Context: an optimization exercise on an open-source flow, tuned for small area, a short achievable clock period and few clock cycles per item. The choices shown serve that exercise and are no tape-out recipe. Function was checked by simulation only, so behaviour that the tests miss may differ from the original. Power and IR drop assume default switching activity.

`design.v`:
```
`timescale 1ns / 1ps
package lrf_pkg;
  localparam int unsigned MAX_LEN_DEF = 64;
  localparam int unsigned DATA_W = 32;
  localparam int unsigned SW = 6;
  localparam int unsigned CW = 7;
  typedef struct packed {
    logic signed [DATA_W-1:0] element;
    logic                     final_element;
  } in_item_t;
  typedef struct packed {
    logic signed [DATA_W-1:0] rotated_element;
    logic                     final_result;
    logic                     overflowed;
  } out_item_t;
endpackage
`timescale 1ns / 1ps
module lrf_ctrl (
  input  logic                        clk_i,
  input  logic                        rst_ni,
  input  logic                        we_i,
  input  logic [lrf_pkg::SW-1:0]      wa_i,
  input  logic [lrf_pkg::SW-1:0]      wpos_i,    
  input  logic [lrf_pkg::DATA_W-1:0]  wd_i,
  input  logic [lrf_pkg::SW-1:0]      base_i,    
  input  logic                        closed_i,  
  input  logic [lrf_pkg::CW-1:0]      n_i,
  input  logic [lrf_pkg::CW-1:0]      nl_i,      
  output logic [lrf_pkg::SW-1:0]      ra_o,
  output logic [lrf_pkg::SW-1:0]      rb_o,
  input  logic [lrf_pkg::DATA_W-1:0]  da_i,
  input  logic [lrf_pkg::DATA_W-1:0]  db_i,
  output logic                        done_o,
  output logic [lrf_pkg::SW-1:0]      best_o
);
  localparam int unsigned SW = lrf_pkg::SW;
  localparam int unsigned CW = lrf_pkg::CW;
  localparam int unsigned DW = lrf_pkg::DATA_W;
  logic [CW-1:0] i_q, j_q, k_q, ia_q, jb_q;
  logic [SW-1:0] pa_q, pb_q, pi_q, pj_q;
  logic [CW-1:0] i_d, j_d, k_d, ia_d, jb_d;
  logic [SW-1:0] pa_d, pb_d, pi_d, pj_d;
  logic [DW-1:0] min_q;
  logic [63:0]   mask_q;
  logic newmin, eqmin;
  assign newmin = we_i && ((wpos_i == '0) || ($signed(wd_i) < $signed(min_q)));
  assign eqmin  = we_i && (wd_i == min_q);
  always_ff @(posedge clk_i) begin
    if (newmin) begin
      min_q  <= wd_i;
      mask_q <= 64'd1 << wpos_i;
    end else if (eqmin) begin
      mask_q[wpos_i] <= 1'b1;
    end
  end
  logic [CW-1:0] lim;
  assign lim = closed_i ? n_i : nl_i;
  logic [CW-1:0] gi, gj, pi1, pj1;
  logic [63:0]   seli, selj;
  assign pi1  = ia_q + CW'(1);
  assign pj1  = jb_q + CW'(1);
  assign seli = pi1[CW-1] ? 64'd0 : (mask_q & ~((64'd1 << pi1[SW-1:0]) - 64'd1));
  assign selj = pj1[CW-1] ? 64'd0 : (mask_q & ~((64'd1 << pj1[SW-1:0]) - 64'd1));
  always_comb begin
    gi = lim;
    gj = lim;
    for (int b = 63; b >= 0; b--) begin
      if (seli[b]) gi = b[CW-1:0];
      if (selj[b]) gj = b[CW-1:0];
    end
  end
  logic          done, avail, step, gt, lt;
  logic [SW-1:0] inc_a, inc_b;
  logic [CW-1:0] ia_w, jb_w;
  assign ra_o = pa_q;
  assign rb_o = pb_q;
  assign done   = closed_i && ((i_q >= n_i) || (j_q >= n_i) || (k_q >= n_i));
  assign avail  = closed_i || ((ia_q < nl_i) && (jb_q < nl_i));
  assign step   = !done && avail;
  assign done_o = done;
  assign best_o = (i_q < j_q) ? i_q[SW-1:0] : j_q[SW-1:0];
  assign gt = $signed(da_i) > $signed(db_i);
  assign lt = $signed(da_i) < $signed(db_i);
  assign inc_a = (closed_i && (ia_q + CW'(1) == n_i)) ? base_i : pa_q + SW'(1);
  assign inc_b = (closed_i && (jb_q + CW'(1) == n_i)) ? base_i : pb_q + SW'(1);
  assign ia_w = (closed_i && (ia_q >= n_i)) ? ia_q - n_i : ia_q;
  assign jb_w = (closed_i && (jb_q >= n_i)) ? jb_q - n_i : jb_q;
  always_comb begin
    i_d  = i_q;
    j_d  = j_q;
    k_d  = k_q;
    ia_d = ia_q;
    jb_d = jb_q;
    pa_d = base_i + ia_w[SW-1:0];
    pb_d = base_i + jb_w[SW-1:0];
    pi_d = pi_q;
    pj_d = pj_q;
    if (newmin) begin
      i_d  = CW'(wpos_i);
      j_d  = CW'(wpos_i) + CW'(1);
      k_d  = '0;
      ia_d = CW'(wpos_i);
      jb_d = CW'(wpos_i) + CW'(1);
      pa_d = wa_i;
      pb_d = wa_i + SW'(1);
      pi_d = wa_i;
      pj_d = wa_i + SW'(1);
    end else if (done) begin
    end else if (step) begin
      if (gt) begin
        k_d = '0;
        if (gi == j_q) begin
          i_d  = j_q;
          j_d  = j_q + CW'(1);
          ia_d = j_q;
          jb_d = j_q + CW'(1);
          pa_d = pj_q;
          pb_d = pj_q + SW'(1);
          pi_d = pj_q;
          pj_d = pj_q + SW'(1);
        end else begin
          i_d  = gi;
          ia_d = gi;
          jb_d = j_q;
          pa_d = base_i + gi[SW-1:0];
          pb_d = pj_q;
          pi_d = base_i + gi[SW-1:0];
        end
      end else if (lt) begin
        k_d  = '0;
        ia_d = i_q;
        pa_d = pi_q;
        if (gj == i_q) begin
          j_d  = i_q + CW'(1);
          jb_d = i_q + CW'(1);
          pb_d = pi_q + SW'(1);
          pj_d = pi_q + SW'(1);
        end else begin
          j_d  = gj;
          jb_d = gj;
          pb_d = base_i + gj[SW-1:0];
          pj_d = base_i + gj[SW-1:0];
        end
      end else begin
        k_d  = k_q + CW'(1);
        ia_d = ia_q + CW'(1);
        jb_d = jb_q + CW'(1);
        pa_d = inc_a;
        pb_d = inc_b;
      end
    end
  end
  always_ff @(posedge clk_i) begin
    i_q  <= i_d;
    j_q  <= j_d;
    k_q  <= k_d;
    ia_q <= ia_d;
    jb_q <= jb_d;
    pa_q <= pa_d;
    pb_q <= pb_d;
    pi_q <= pi_d;
    pj_q <= pj_d;
  end
endmodule
`timescale 1ns / 1ps
module lrf_datapath (
  input  logic                        clk_i,
  input  logic                        we_i,
  input  logic [lrf_pkg::SW-1:0]      wa_i,
  input  logic [lrf_pkg::DATA_W-1:0]  wd_i,
  input  logic [lrf_pkg::SW-1:0]      ra_i,
  input  logic [lrf_pkg::SW-1:0]      rb_i,
  input  logic [lrf_pkg::SW-1:0]      ro_i,
  output logic [lrf_pkg::DATA_W-1:0]  da_o,
  output logic [lrf_pkg::DATA_W-1:0]  db_o,
  output logic [lrf_pkg::DATA_W-1:0]  do_o
);
  logic [lrf_pkg::DATA_W-1:0] mem_q [lrf_pkg::MAX_LEN_DEF];
  always_ff @(posedge clk_i) begin
    if (we_i) begin
      mem_q[wa_i] <= wd_i;
    end
  end
  assign da_o = mem_q[ra_i];
  assign db_o = mem_q[rb_i];
  assign do_o = mem_q[ro_i];
endmodule
`timescale 1ns / 1ps
module least_rotation_finder (
  input  logic               clk_i,
  input  logic               rst_ni,
  input  logic               start,
  output logic               busy,
  input  lrf_pkg::in_item_t  in_item_i,
  output lrf_pkg::out_item_t out_item_o,
  output logic               out_strobe_o
);
  localparam int unsigned SW = lrf_pkg::SW;
  localparam int unsigned CW = lrf_pkg::CW;
  localparam int unsigned DW = lrf_pkg::DATA_W;
  logic          busy_q;
  logic [CW-1:0] lcnt_q;     
  logic          ldrop_q;    
  logic          lwait_q;    
  logic [SW-1:0] lbase_q;    
  logic          wr_en_q;
  logic          wr_fin_q;
  logic [SW-1:0] wr_pos_q;
  logic [DW-1:0] wr_data_q;
  logic [CW-1:0] nl_q;       
  logic          closed_q;   
  logic [CW-1:0] sn_q;       
  logic          sdrop_q;
  logic [SW-1:0] qbase_q [4];
  logic [CW-1:0] qn_q    [4];
  logic          qd_q    [4];
  logic [SW-1:0] qb_q    [4];
  logic [1:0]    hd_q;
  logic [2:0]    cnt_q;
  logic [63:0]   occ_q;
  logic          lfollow_q;  
  logic          oact_q;
  logic [SW-1:0] po_q;       
  logic [CW-1:0] olx_q;      
  logic [CW-1:0] ocnt_q;     
  logic [SW-1:0] obase_q;    
  logic [CW-1:0] on_q;       
  logic          odr_q;      
  logic          ostb_q;
  logic [DW-1:0] odat_q;
  logic          ofin_q;
  logic          odrop_q;
  logic [SW-1:0] ra, rb, wslot;
  logic [DW-1:0] da, db, dout;
  assign wslot = lbase_q + wr_pos_q;
  lrf_datapath u_datapath (
    .clk_i (clk_i),
    .we_i  (wr_en_q),
    .wa_i  (wslot),
    .wd_i  (wr_data_q),
    .ra_i  (ra),
    .rb_i  (rb),
    .ro_i  (po_q),
    .da_o  (da),
    .db_o  (db),
    .do_o  (dout)
  );
  logic          s_done, take;
  logic [SW-1:0] s_best;
  lrf_ctrl u_ctrl (
    .clk_i    (clk_i),
    .rst_ni   (rst_ni),
    .we_i     (wr_en_q),
    .wa_i     (wslot),
    .wpos_i   (wr_pos_q),
    .wd_i     (wr_data_q),
    .base_i   (lbase_q),
    .closed_i (closed_q),
    .n_i      (sn_q),
    .nl_i     (nl_q),
    .ra_o     (ra),
    .rb_o     (rb),
    .da_i     (da),
    .db_i     (db),
    .done_o   (s_done),
    .best_o   (s_best)
  );
  assign take = s_done && (cnt_q != 3'd4);
  logic       last, wrap, pop;
  logic [1:0] tl, hd1, qsel;
  assign last = oact_q && (ocnt_q + CW'(1) == on_q);
  assign wrap = (olx_q + CW'(1) == on_q);
  assign pop  = last;
  assign tl   = hd_q + cnt_q[1:0];
  assign hd1  = hd_q + 2'd1;
  logic          o_start, o_from_q;
  logic [SW-1:0] n_base, n_best;
  logic [CW-1:0] n_len;
  logic          n_drop;
  always_comb begin
    qsel     = oact_q ? hd1 : hd_q;
    o_from_q = oact_q ? (cnt_q >= 3'd2) : (cnt_q != 3'd0);
    o_start  = (!oact_q || last) && (o_from_q || take);
    n_base   = o_from_q ? qbase_q[qsel] : lbase_q;
    n_best   = o_from_q ? qb_q[qsel]    : s_best;
    n_len    = o_from_q ? qn_q[qsel]    : sn_q;
    n_drop   = o_from_q ? qd_q[qsel]    : sdrop_q;
  end
  logic acc, stored, fin;
  assign acc    = start && !busy_q;
  assign fin    = in_item_i.final_element;
  assign stored = acc && !lcnt_q[CW-1];
  logic          mode_b;
  logic [SW-1:0] nbase, s0, s1;
  logic [CW-1:0] k1, olim;
  logic          k0_ok, k1_ok, n0_ok, busy_d;
  assign mode_b = (cnt_q == 3'd0) || ((cnt_q == 3'd1) && last);
  assign nbase  = mode_b ? lbase_q + s_best : lbase_q + sn_q[SW-1:0];
  assign k1     = lcnt_q + CW'(1);
  assign olim   = ocnt_q + CW'(2);
  assign s0     = lbase_q + lcnt_q[SW-1:0];
  assign s1     = lbase_q + k1[SW-1:0];
  assign k0_ok  = lcnt_q[CW-1] || !occ_q[s0] || (lfollow_q && oact_q && (lcnt_q <= olim));
  assign k1_ok  = k1[CW-1] || !occ_q[s1] || (lfollow_q && oact_q && (k1 <= olim));
  assign n0_ok  = mode_b || !occ_q[nbase];
  always_comb begin
    if (lwait_q) begin
      busy_d = !(take && n0_ok);
    end else if (!acc) begin
      busy_d = !k0_ok;
    end else if (fin) begin
      busy_d = 1'b1;
    end else begin
      busy_d = !(lcnt_q[CW-1] || k1_ok);
    end
  end
  always_ff @(posedge clk_i) begin
    wr_pos_q  <= lcnt_q[SW-1:0];
    wr_data_q <= in_item_i.element;
    if (oact_q) begin
      odat_q  <= dout;
      ofin_q  <= last;
      odrop_q <= odr_q;
    end
    if (take) begin
      qbase_q[tl] <= lbase_q;
      qn_q[tl]    <= sn_q;
      qd_q[tl]    <= sdrop_q;
      qb_q[tl]    <= s_best;
    end
    if (wr_fin_q) begin
      sn_q    <= wr_en_q ? CW'(wr_pos_q) + CW'(1) : CW'(64);
      sdrop_q <= ldrop_q;
    end
    if (o_start) begin
      po_q    <= n_base + n_best;
      olx_q   <= CW'(n_best);
      obase_q <= n_base;
      on_q    <= n_len;
      odr_q   <= n_drop;
    end else if (oact_q) begin
      if (wrap) begin
        olx_q <= '0;
        po_q  <= obase_q;
      end else begin
        olx_q <= olx_q + CW'(1);
        po_q  <= po_q + SW'(1);
      end
    end
  end
  always_ff @(posedge clk_i or negedge rst_ni) begin
    if (!rst_ni) begin
      busy_q   <= 1'b0;
      lcnt_q   <= '0;
      ldrop_q  <= 1'b0;
      lwait_q  <= 1'b0;
      lbase_q  <= '0;
      wr_en_q  <= 1'b0;
      wr_fin_q <= 1'b0;
      nl_q     <= '0;
      closed_q <= 1'b0;
      hd_q     <= 1'b0;
      cnt_q    <= '0;
      occ_q    <= '0;
      lfollow_q <= 1'b0;
      oact_q   <= 1'b0;
      ocnt_q   <= '0;
      ostb_q   <= 1'b0;
    end else begin
      busy_q   <= busy_d;
      wr_en_q  <= stored;
      wr_fin_q <= acc && fin;
      if (acc) begin
        if (fin) begin
          lcnt_q  <= '0;
          lwait_q <= 1'b1;
          if (!stored) ldrop_q <= 1'b1;
        end else if (stored) begin
          lcnt_q <= lcnt_q + CW'(1);
        end else begin
          ldrop_q <= 1'b1;
        end
      end
      if (wr_en_q) nl_q <= CW'(wr_pos_q) + CW'(1);
      if (wr_fin_q) closed_q <= 1'b1;
      if (take) begin
        closed_q <= 1'b0;
        lwait_q  <= 1'b0;
        ldrop_q  <= 1'b0;
        nl_q     <= '0;
        lbase_q  <= nbase;
      end
      cnt_q <= cnt_q + 3'(take) - 3'(pop);
      if (pop) hd_q <= hd1;
      if (take)     lfollow_q <= mode_b;
      else if (pop) lfollow_q <= 1'b0;
      for (int s = 0; s < 64; s++) begin
        if (wr_en_q && (wslot == SW'(s)))      occ_q[s] <= 1'b1;
        else if (oact_q && (po_q == SW'(s)))   occ_q[s] <= 1'b0;
      end
      ostb_q <= oact_q;
      if (o_start) begin
        oact_q <= 1'b1;
        ocnt_q <= '0;
      end else if (oact_q) begin
        ocnt_q <= ocnt_q + CW'(1);
        if (last) oact_q <= 1'b0;
      end
    end
  end
  assign busy                       = busy_q;
  assign out_strobe_o               = ostb_q;
  assign out_item_o.rotated_element = odat_q;
  assign out_item_o.final_result    = ofin_q;
  assign out_item_o.overflowed      = odrop_q;
endmodule
```
`run.sh`:
```
#!/bin/bash
# synth_recipe.tcl (not shown) runs the flow's synth.tcl, then flattens the netlist and writes it again
# the make line also repeats each setting of config.mk as NAME=value (left out here)
make -C /OpenROAD-flow-scripts/flow DESIGN_CONFIG=/design/flow/config.mk WORK_HOME=/design/flow/orfs CLKGATE_MAP_FILE= SYNTH_SCRIPT=/design/flow/synth_recipe.tcl finish
```
`config.mk`:
```
export PLATFORM = sky130hd
export DESIGN_NAME = least_rotation_finder
export DESIGN_NICKNAME = least_rotation_finder
export VERILOG_FILES = /design/flow/design.v
export SDC_FILE = /design/flow/constraint.sdc
export NUM_CORES = 4
export LEC_CHECK = 0
export CAP_MARGIN = 20
export CORE_MARGIN = 2
export CORE_UTILIZATION = 40
export SLEW_MARGIN = 20
```
`constraint.sdc`:
```
create_clock -name core_clock -period 8.0 [get_ports {clk_i}]
set_input_delay 1.6000 -clock core_clock [delete_from_list [all_inputs] [get_ports {clk_i}]]
set_output_delay 1.6000 -clock core_clock [all_outputs]
set_load 0.01 [all_outputs]
```
==> run summary <==
[worst register-to-register path: cells and delay by family, from the launching register on]
kind | cells | cell delay [ns]
flip-flops | 1 | 0.69
multiplexers | 4 | 1.99
AND/OR/NAND/NOR | 5 | 0.80
buffers and inverters | 4 | 1.34
AO/OA/AOI/OAI | 9 | 2.23
adder cells (fa/ha/maj) | 1 | 0.25
[area by class of cell]
| class | instances | area, sq um | area share [%] |
|---|---|---|---|
| flip-flops and latches | 2495 | 73900 | 45.0 |
| diodes | 8 | 20.0 | 0.0122 |
| clock inverters | 147 | 1500 | 0.914 |
| inverters | 179 | 677 | 0.412 |
| well taps | 4794 | 6000 | 3.65 |
| multi-input cells | 5269 | 68500 | 41.7 |
| clock buffers | 374 | 7930 | 4.83 |
| repair buffers | 572 | 5700 | 3.47 |
[metrics by stage]
stage               hold WS, ns  total power, uW  area [sq um]  util (%)
floorplan                 0.400            47700        145000         -
global placement          0.422            64100        155000      42.7
detailed placement        0.419            64100        155000      42.8
CTS                       0.433            77600        164000      45.4
global route              0.443            81100        164000      45.4
finish                    0.428            78100        164000      45.4
[report_power, final]
group          total [uW]  internal (uW)  switching [uW]
clock               13400           7800            5610
combinational       47200          20800           26400
sequential          17500          15900            1620
total               78100          44500           33600
[sequential cells by signal (all words and copies together) (netlist names), 24 cells and up]
signal	flops
qbase_q	24
wr_data_q	32
occ_q	64
qn_q	28
u_datapath.mem_q	2048
odat_q	32
qb_q	24
u_ctrl.min_q	32
u_ctrl.mask_q	64
[metal layers]
| metal | global-route usage (%) | wire, microns | share of wire, % | vias up |
|---|---|---|---|---|
| met5 | 0 | 75 | 0.014 | - |
| met3 | 6.95 | 63900 | 12 | 1299 |
| met4 | 13.3 | 28200 | 5.3 | 12 |
| met2 | 44.3 | 244000 | 46 | 6951 |
| met1 | 38.4 | 196000 | 37 | 51300 |
| li1 | - | - | - | 37400 |
[cell usage after synthesis (all sizes together), types with 61 or more instances]
cell type,instances,share of area [%]
ha,221,1.9
nor3,105,0.38
a21oi,284,0.98
nand4,89,0.39
nor2b,61,0.26
nand2,363,0.94
edfxtp,2330,48
xnor2,132,0.80
buf,246,0.74
nor2,331,0.87
o21ai,368,1.3
inv,178,0.46
clkbuf,439,1.1
nand3,222,0.78
mux4,2095,33
dfrtp,105,1.8
[final timing paths]
kind	cells after the start	start	to
worst min register to register	0	odr_q	odrop_q
min in group asynchronous	1	rst_ni	ocnt_q[6]
worst max-delay path	23	u_ctrl.pb_q[0]	u_ctrl.jb_q[5]
max in group asynchronous	2	rst_ni	occ_q[33]
worst max register to register	23	u_ctrl.pb_q[0]	u_ctrl.jb_q[5]
worst min-delay path	0	odr_q	odrop_q
[kinds of logic after synthesis]
family,Yosys count,share of synthesized area [%]
AOI/OAI and AO/OA,1187,5.31
buffers and inverters,864,2.34
xor gates and xnor gates,183,1.12
DFF,2495,50.9
muxes,2160,33.0
adders and majority gates,233,2.07
and+or+nand+nor,1506,5.30
==> flow_summary.toml <==
[timing]
setup_slack_ns = 0.422
clock_skew_ns = 0.0960
worst_pin_slew_ns = 1.18
setup_viol = 0
tns_ns = 0
period_minus_slack_ns = 7.58
fmax_mhz = 132
hold_viol = 0
final_max_slew_viol_count = 0
relSlewSlack_pct = 21.1
timing.final.crit_share_pct = 94.7
rsz0062_at_grt = "false"

[hold_path]
hold_class = "flip-flop to flip-flop"

[floorplanning]
start_util_pct = 40.1
placeableCoreArea_sq_um = 362000
die_w_microns = 606
die_h_microns = 606
rows = 221
io-pin-count = 72
die_area_sq_um = 367000

[grt]
grt_pass1_vias = 95500
grt_use_total_pct = 28.7
grt_max_degree = 113
antenna_found_initial = 15
grt_overflow = 0
grt_first_pass_wirelength_microns = 742000

[cells_and_area]
syn_to_final_growth_pct = 13.2
nets = 9075
final_cell_mix = "edfxtp_1 (2330), mux4_2 (2095), buf_4 (405)"
layout_commonest_cell = "edfxtp_1"
fillers = 30900
final_layout_size_suffix_gt1_share_pct = 36.0
instances_no_fill = 13800

[worst_setup_path]
crit_path_end_kind = "flip-flop"
worst-path-buf-inv = 4
max_stage_delay_ns = 0.69
cp_top_family = "compound AO/OA/AOI/OAI gates"
path_max_fanout = 31
crit_type = "flip-flop to flip-flop"
path_cells = "buf_4 -> mux4_2 -> mux4_2 -> mux4_2 -> inv_1 -> ha_1 -> o21a_1 -> o21a_1 -> o21a_1 -> o21ai_0 -> nand2b_1 -> a21oi_1 -> nor2b_1 -> o21ai_0 -> nand2_1 -> a2111oi_0 -> buf_4 -> mux2i_4 -> buf_4 -> nand2b_1 -> nor3_1 -> a31oi_1 -> o211ai_1"
reg2reg_setup_slack_ns = 0.42
cp.arrival_ns = 8.23
crit_slowest_cell = "dfxtp_4"
crit_required_ns = 8.65
critPathLaunchType = "flip-flop"

[detailed_routing]
vias = 97000
drt_pass1_iterations = 8
drc_errors = 0
routed_wl_microns = 533000
wire_per_inst_microns = 38.5
viasPerCell = 7.01
ant_nets = 0
first_iter_violations = 14700

[placement]
place_inst = 13300
globalplace.congestion = 0.928
dp_worst_setup_slack_ns = 0.586
port_buffers = 71
dp_hpwl_microns = 335000

[logic_synthesis]
yosysUniqueCellTypes = 126
synth-warning-count = 3
netlist_area_sq_um = 145000
async_flop_share_pct = 4.21
dominantRegCellSynth = "edfxtp_1"
syn-num-nets = 8897
ys_seq_elements = 2495
syn_avg_cell_area_sq_um = 16.8
seq_area_frac_synth_pct = 50.9
synth_edf_count = 2330
syn_inst = 8628

[clock_tree]
cts_max_level = 5
path_clk_slew_ns = 0.06
cts_buffer_depth = 4
clock-sinks = 2495
cts_tree = "built"
insertion_delay_ns = 0.96
postCtsHoldBufs = 0
cts_setup_buffers = 0
cts_buffers = 289
post_cts_resized = 0
cts-root-buf = "clkbuf_16"

[power]
power_density_nw_per_um2 = 476
leakage_uw = 0.0531
vdd_drop_max_mv = 0.644

[outcome]
status = "finished clean"

[run]
drv_cap = 0
Testbench counts, summed over its fixed seeds: cycles 8,465, elements 6,599.

separate check: timing with driven ports:
The results above use ideal ports. As a check the final layout listed here was re-extracted and re-timed, cells and wires unchanged. Step 1 assumes that a clkbuf_16 drives the clock port and a buf_2 every other input. Step 2 times the ports against the registers' clock, not the clock port: input delays grow and output delays shrink by t, the midpoint of the rising clock arrivals with the driver on. Three values: no drivers, after step 1, after step 2; two values: the first two.
t, ns: 1.012
setup WS [ns]: 0.422 / 0.422 / 0.422
clock arrival spread, ns: 0.099 / 0.100
worst register clock-pin slew, ns: 0.07 / 0.07
worst data-port slew with drivers (ns): 0.25
After both steps this run still meets setup and hold. For this run, drivers alone change the setup slack by 0.000 ns; drivers and shift together by 0.000 ns.
